Source: an optimization exercise on an open RTL-to-GDS flow (aim: small area). Production flows keep margins and buffers that such runs may drop.
RTL that was checked went through simulation tests only; none was proved equivalent to the original.

==> run a: inputs <==
## regfile_mp
module regfile_mp #(
  parameter int XLEN = 32,
  parameter int NREG = 32,
  parameter int NRD  = 2,
  localparam int AW  = $clog2(NREG)
) (
  input  logic                iClk,
  input  logic                iRstN,
  input  logic                iWriteEn,
  input  logic [AW-1:0]       iRdAddr,
  input  logic [XLEN-1:0]     iWriteData,
  input  logic                iIssueEn,
  input  logic [AW-1:0]       iIssueRd,
  input  logic [NRD-1:0]      iReadEn,
  input  logic [NRD*AW-1:0]   iRsAddr,
  output logic [NRD*XLEN-1:0] oRsData,
  output logic [NRD-1:0]      oRsBusy,
  output logic [NREG-1:0]     oBusyVec
);
==> module regfile_mp, before the edit <==
module regfile_mp #(
  parameter int XLEN = 32,
  parameter int NREG = 32,
  parameter int NRD  = 2,
  localparam int AW  = $clog2(NREG)
) (
  input  logic                iClk,
  input  logic                iRstN,
  input  logic                iWriteEn,
  input  logic [AW-1:0]       iRdAddr,
  input  logic [XLEN-1:0]     iWriteData,
  input  logic                iIssueEn,
  input  logic [AW-1:0]       iIssueRd,
  input  logic [NRD-1:0]      iReadEn,
  input  logic [NRD*AW-1:0]   iRsAddr,
  output logic [NRD*XLEN-1:0] oRsData,
  output logic [NRD-1:0]      oRsBusy,
  output logic [NREG-1:0]     oBusyVec
);
  logic [XLEN-1:0] regs_reg [NREG];
  logic [NREG-1:0] busy_reg;
  logic [NREG-1:0] valid_reg;
  logic [NREG-1:0] wr_dec;
  logic [NREG-1:0] iss_dec;
  logic [NREG-1:0] rd_ok;
  always_comb begin
    for (int r = 0; r < NREG; r++) begin
      wr_dec[r]  = iWriteEn && (iRdAddr == AW'(r)) && (r != 0);
      iss_dec[r] = iIssueEn && (iIssueRd == AW'(r)) && (r != 0);
    end
  end
  logic [NREG-1:0] wr_dec_n;
  assign wr_dec_n = ~wr_dec;
  assign regs_reg[0] = '0;
  for (genvar r = 1; r < NREG; r++) begin : g_reg
    logic [XLEN-1:0] data_reg;
    logic [XLEN-1:0] d;
    for (genvar b = 0; b < XLEN; b++) begin : g_b
      rf_hold u_hold (.q(data_reg[b]), .keep(wr_dec_n[r]), .wd(iWriteData[b]),
                      .we(wr_dec[r]), .d(d[b]));
    end
    always_ff @(posedge iClk) begin
      data_reg <= d;
    end
    assign regs_reg[r] = data_reg;
  end
  always_ff @(posedge iClk or negedge iRstN) begin
    if (!iRstN) begin
      busy_reg  <= '0;
      valid_reg <= '0;
    end else begin
      busy_reg  <= (busy_reg & ~wr_dec) | iss_dec;
      valid_reg <= valid_reg | wr_dec;
    end
  end
  assign oBusyVec = {busy_reg[NREG-1:1], 1'b0};
  assign rd_ok = valid_reg & ~wr_dec;
  genvar gi, gb;
  generate
    for (gi = 0; gi < NRD; gi++) begin : g_rd
      logic [AW-1:0]   rd_addr;
      logic            rd_hit;
      logic            byp;
      logic [NREG-1:0] dsel;
      assign rd_addr = iRsAddr[gi*AW +: AW];
      assign rd_hit  = iReadEn[gi] && (rd_addr != '0);
      assign byp     = iRstN && rd_hit && iWriteEn && (iRdAddr == rd_addr);
      always_comb begin
        for (int r = 0; r < NREG; r++) begin
          dsel[r] = iReadEn[gi] && (rd_addr == AW'(r)) && rd_ok[r];
        end
      end
      assign oRsBusy[gi] = rd_hit && (byp ? (iIssueEn && (iIssueRd == rd_addr))
                                          : busy_reg[rd_addr]);
      for (gb = 0; gb < XLEN; gb++) begin : g_bit
        logic [NREG-1:0] col;
        for (genvar r = 1; r < NREG; r++) begin : g_col
          assign col[r] = regs_reg[r][gb];
        end
        assign col[0] = iWriteData[gb];
        rf_rdbit u_bit (
          .sel ({dsel[NREG-1:1], byp}),
          .d   (col),
          .y   (oRsData[gi*XLEN + gb])
        );
      end
    end
  endgenerate
endmodule
==> module rf_hold, before the edit <==
module rf_hold (input logic q, keep, wd, we, output logic d);
  assign d = (q & keep) | (wd & we);
endmodule
Settings: LEC_CHECK=0, CAP_MARGIN=20, CORE_MARGIN=2, CORE_UTILIZATION=60, PLACE_DENSITY=0.7, SETUP_SLACK_MARGIN=0.1, SLEW_MARGIN=20, SYNTH_HIERARCHICAL=1; clock period 6.0 ns.
standard.sh (not shown) runs the stock make flow with config.mk's settings and CLKGATE_MAP_FILE= SYNTH_SCRIPT=/design/flow/synth_recipe.tcl, a recipe that flattens the netlist after the stock synthesis.
==> flow/flow/run.sh <==
#!/bin/bash
set -euo pipefail
CTS="-sink_clustering_enable -repair_clock_nets -dont_use_dummy_load"
CTS="$CTS -sink_clustering_size 30 -sink_clustering_max_diameter 80"
CTS="$CTS -buf_list {sky130_fd_sc_hd__clkbuf_8 sky130_fd_sc_hd__clkbuf_16}"
bash standard.sh \
  "BUFFER_PORTS_ARGS=-buffer_cell sky130_fd_sc_hd__buf_1" \
  "CTS_ARGS=$CTS" \
  finish > flow_make.log 2>&1
==> run b: changes against run a <==
--- a/flow/design.v
+++ b/flow/design.v
@@ -29,20 +29,10 @@
       iss_dec[r] = iIssueEn && (iIssueRd == AW'(r)) && (r != 0);
     end
   end
-  logic [NREG-1:0] wr_dec_n;
-  assign wr_dec_n = ~wr_dec;
-  assign regs_reg[0] = '0;
-  for (genvar r = 1; r < NREG; r++) begin : g_reg
-    logic [XLEN-1:0] data_reg;
-    logic [XLEN-1:0] d;
-    for (genvar b = 0; b < XLEN; b++) begin : g_b
-      rf_hold u_hold (.q(data_reg[b]), .keep(wr_dec_n[r]), .wd(iWriteData[b]),
-                      .we(wr_dec[r]), .d(d[b]));
+  always_ff @(posedge iClk) begin
+    for (int r = 1; r < NREG; r++) begin
+      if (wr_dec[r]) regs_reg[r] <= iWriteData;
     end
-    always_ff @(posedge iClk) begin
-      data_reg <= d;
-    end
-    assign regs_reg[r] = data_reg;
   end
   always_ff @(posedge iClk or negedge iRstN) begin
     if (!iRstN) begin
@@ -115,9 +105,6 @@
 module rf_nand2 (input logic a, b, output logic y);
   assign y = ~(a & b);
 endmodule
-module rf_hold (input logic q, keep, wd, we, output logic d);
-  assign d = (q & keep) | (wd & we);
-endmodule
 module rf_or3 (input logic a, b, c, output logic y);
   assign y = a | b | c;
 endmodule
==> flow/run.sh (new file) <==
#!/bin/bash
# synth_recipe.tcl (not shown) runs the flow's synth.tcl, then flattens the netlist and writes it again
# the make line also repeats each setting of config.mk as NAME=value (left out here)
make -C /OpenROAD-flow-scripts/flow DESIGN_CONFIG=/design/flow/config.mk WORK_HOME=/design/flow/orfs CLKGATE_MAP_FILE= SYNTH_SCRIPT=/design/flow/synth_recipe.tcl finish
==> flow/config.mk (replaced) <==
export PLATFORM = sky130hd
export DESIGN_NAME = regfile_mp
export DESIGN_NICKNAME = regfile_mp
export VERILOG_FILES = /design/flow/design.v
export SDC_FILE = /design/flow/constraint.sdc
export NUM_CORES = 4
export LEC_CHECK = 0
export CAP_MARGIN = 10
export CORE_MARGIN = 2
export CORE_UTILIZATION = 60
export CTS_BUF_LIST = sky130_fd_sc_hd__clkbuf_4 sky130_fd_sc_hd__clkbuf_8
export GPL_TIMING_DRIVEN = 0
export PLACE_DENSITY = 0.7
export SETUP_SLACK_MARGIN = 0
export SLEW_MARGIN = 10
export SYNTH_HIERARCHICAL = 1
removed: flow/flow/run.sh
removed: flow/standard.sh
==> run c: changes against run a <==
--- a/flow/design.v
+++ b/flow/design.v
@@ -22,27 +22,16 @@
   logic [NREG-1:0] valid_reg;
   logic [NREG-1:0] wr_dec;
   logic [NREG-1:0] iss_dec;
-  logic [NREG-1:0] rd_ok;
   always_comb begin
     for (int r = 0; r < NREG; r++) begin
       wr_dec[r]  = iWriteEn && (iRdAddr == AW'(r)) && (r != 0);
       iss_dec[r] = iIssueEn && (iIssueRd == AW'(r)) && (r != 0);
     end
   end
-  logic [NREG-1:0] wr_dec_n;
-  assign wr_dec_n = ~wr_dec;
-  assign regs_reg[0] = '0;
-  for (genvar r = 1; r < NREG; r++) begin : g_reg
-    logic [XLEN-1:0] data_reg;
-    logic [XLEN-1:0] d;
-    for (genvar b = 0; b < XLEN; b++) begin : g_b
-      rf_hold u_hold (.q(data_reg[b]), .keep(wr_dec_n[r]), .wd(iWriteData[b]),
-                      .we(wr_dec[r]), .d(d[b]));
+  always_ff @(posedge iClk) begin
+    for (int r = 1; r < NREG; r++) begin
+      if (wr_dec[r]) regs_reg[r] <= iWriteData;
     end
-    always_ff @(posedge iClk) begin
-      data_reg <= d;
-    end
-    assign regs_reg[r] = data_reg;
   end
   always_ff @(posedge iClk or negedge iRstN) begin
     if (!iRstN) begin
@@ -53,25 +42,31 @@
       valid_reg <= valid_reg | wr_dec;
     end
   end
-  assign oBusyVec = {busy_reg[NREG-1:1], 1'b0};
-  assign rd_ok = valid_reg & ~wr_dec;
+  assign oBusyVec = iRstN ? {busy_reg[NREG-1:1], 1'b0} : '0;
   genvar gi, gb;
   generate
     for (gi = 0; gi < NRD; gi++) begin : g_rd
       logic [AW-1:0]   rd_addr;
-      logic            rd_hit;
+      logic            rd_en;
       logic            byp;
+      logic [NREG-1:0] sel;
       logic [NREG-1:0] dsel;
+      logic            rd_busy;
       assign rd_addr = iRsAddr[gi*AW +: AW];
-      assign rd_hit  = iReadEn[gi] && (rd_addr != '0);
-      assign byp     = iRstN && rd_hit && iWriteEn && (iRdAddr == rd_addr);
+      assign rd_en   = iRstN && iReadEn[gi];
+      assign byp     = rd_en && iWriteEn && (iRdAddr == rd_addr) && (rd_addr != '0);
       always_comb begin
         for (int r = 0; r < NREG; r++) begin
-          dsel[r] = iReadEn[gi] && (rd_addr == AW'(r)) && rd_ok[r];
+          sel[r]  = rd_en && !byp && (rd_addr == AW'(r)) && (r != 0);
+          dsel[r] = sel[r] && valid_reg[r];
         end
       end
-      assign oRsBusy[gi] = rd_hit && (byp ? (iIssueEn && (iIssueRd == rd_addr))
-                                          : busy_reg[rd_addr]);
+      always_comb begin
+        rd_busy = byp && iIssueEn && (iIssueRd == rd_addr);
+        for (int r = 1; r < NREG; r++) begin
+          rd_busy = rd_busy | (sel[r] && busy_reg[r]);
+        end
+      end
       for (gb = 0; gb < XLEN; gb++) begin : g_bit
         logic [NREG-1:0] col;
         for (genvar r = 1; r < NREG; r++) begin : g_col
@@ -84,6 +79,7 @@
           .y   (oRsData[gi*XLEN + gb])
         );
       end
+      assign oRsBusy[gi] = rd_busy;
     end
   endgenerate
 endmodule
@@ -115,9 +111,6 @@
 module rf_nand2 (input logic a, b, output logic y);
   assign y = ~(a & b);
 endmodule
-module rf_hold (input logic q, keep, wd, we, output logic d);
-  assign d = (q & keep) | (wd & we);
-endmodule
 module rf_or3 (input logic a, b, c, output logic y);
   assign y = a | b | c;
 endmodule
==> flow/run.sh (new file) <==
#!/bin/bash
# synth_recipe.tcl (not shown) runs the flow's synth.tcl, then flattens the netlist and writes it again
# the make line also repeats each setting of config.mk as NAME=value (left out here)
make -C /OpenROAD-flow-scripts/flow DESIGN_CONFIG=/design/flow/config.mk WORK_HOME=/design/flow/orfs CLKGATE_MAP_FILE= SYNTH_SCRIPT=/design/flow/synth_recipe.tcl finish
--- a/flow/config.mk
+++ b/flow/config.mk
@@ -7,8 +7,7 @@
 export LEC_CHECK = 0
 export CAP_MARGIN = 20
 export CORE_MARGIN = 2
-export CORE_UTILIZATION = 60
-export PLACE_DENSITY = 0.7
-export SETUP_SLACK_MARGIN = 0.1
+export CORE_UTILIZATION = 40
+export SETUP_SLACK_MARGIN = 0.3
 export SLEW_MARGIN = 20
 export SYNTH_HIERARCHICAL = 1
removed: flow/flow/run.sh
removed: flow/standard.sh
==> comparison table <==
| quantity | run a | run b | run c |
|---|---|---|---|
| Run status | finished clean | finished with violations | finished clean |
| Layout check failures | - | setup timing | - |
| Routed wire length on met3 | 37.1 mm | 25.4 mm | 25.8 mm |
| Synth Area in Compound Gates | 37.7% | 16.0% | 16.6% |
| Finished Core Util | 67.8% | 74.2% | 51.3% |
| Hold_ws | 0.471 ns | 0.161 ns | 0.379 ns |
| Layout clock buffer count | 44 | 231 | 134 |
| CTS clk-pin slew, worst paths | 0.07 ns | 0.06 ns | 0.06 ns |
| Placed cells | 4672 | 3826 | 4407 |
| Clock insertion delay at the later pin of the skew report | 0.62 ns | 0.83 ns | 0.69 ns |
| Number of filler instances in the final layout | 5121 | 4294 | 8501 |
| Area used by sequential logic in the layout | 0.0214 mm2 | 0.0313 mm2 | 0.0313 mm2 |
| Layout cells sized above 1 | 8.77% | 22.7% | 22.4% |
| End of the worst register-to-register path | busy_reg[9] | busy_reg[1] | valid_reg[18] |
| Number of synthesized flops with an enable pin | 0 | 992 | 992 |
| Placed cell areas | 0.0445 mm2 | 0.0478 mm2 | 0.0500 mm2 |
| Synth cell types | 49 | 50 | 62 |
Function not checked in run c: the RTL went through the layout flow alone.

static timing again, ports no longer ideal:
The flow's constraints put no driver on any port. The routed layouts listed below were extracted and timed again, unchanged, in two steps. Step 1 assumes that a clkbuf_16 drives the clock port and a buf_2 every other input. Step 2 adds t to the input delays and takes it off the output delays; t is the mean of the earliest and latest rising clock arrival at the registers after step 1. Input paths then give back, and output paths get back, about the clock's delay inside the block. a / b / c = no drivers / after step 1 / after step 2; a / b = the first two.
run | shift t [ns] | slack for setup (ns) | clock arrival spread, ns | pins driven straight from the clock port
run a | 0.718 | 0.251 / 0.228 / 0.228 | 0.081 / 0.081 | 1
run b | 0.891 | -0.043 / -0.072 / -0.072 | 0.049 / 0.048 | 1
run c | 0.758 | 0.367 / 0.348 / 0.348 | 0.040 / 0.040 | 1
For run b, which loses most, drivers alone change the setup slack by -0.029 ns; drivers and shift together by -0.029 ns.
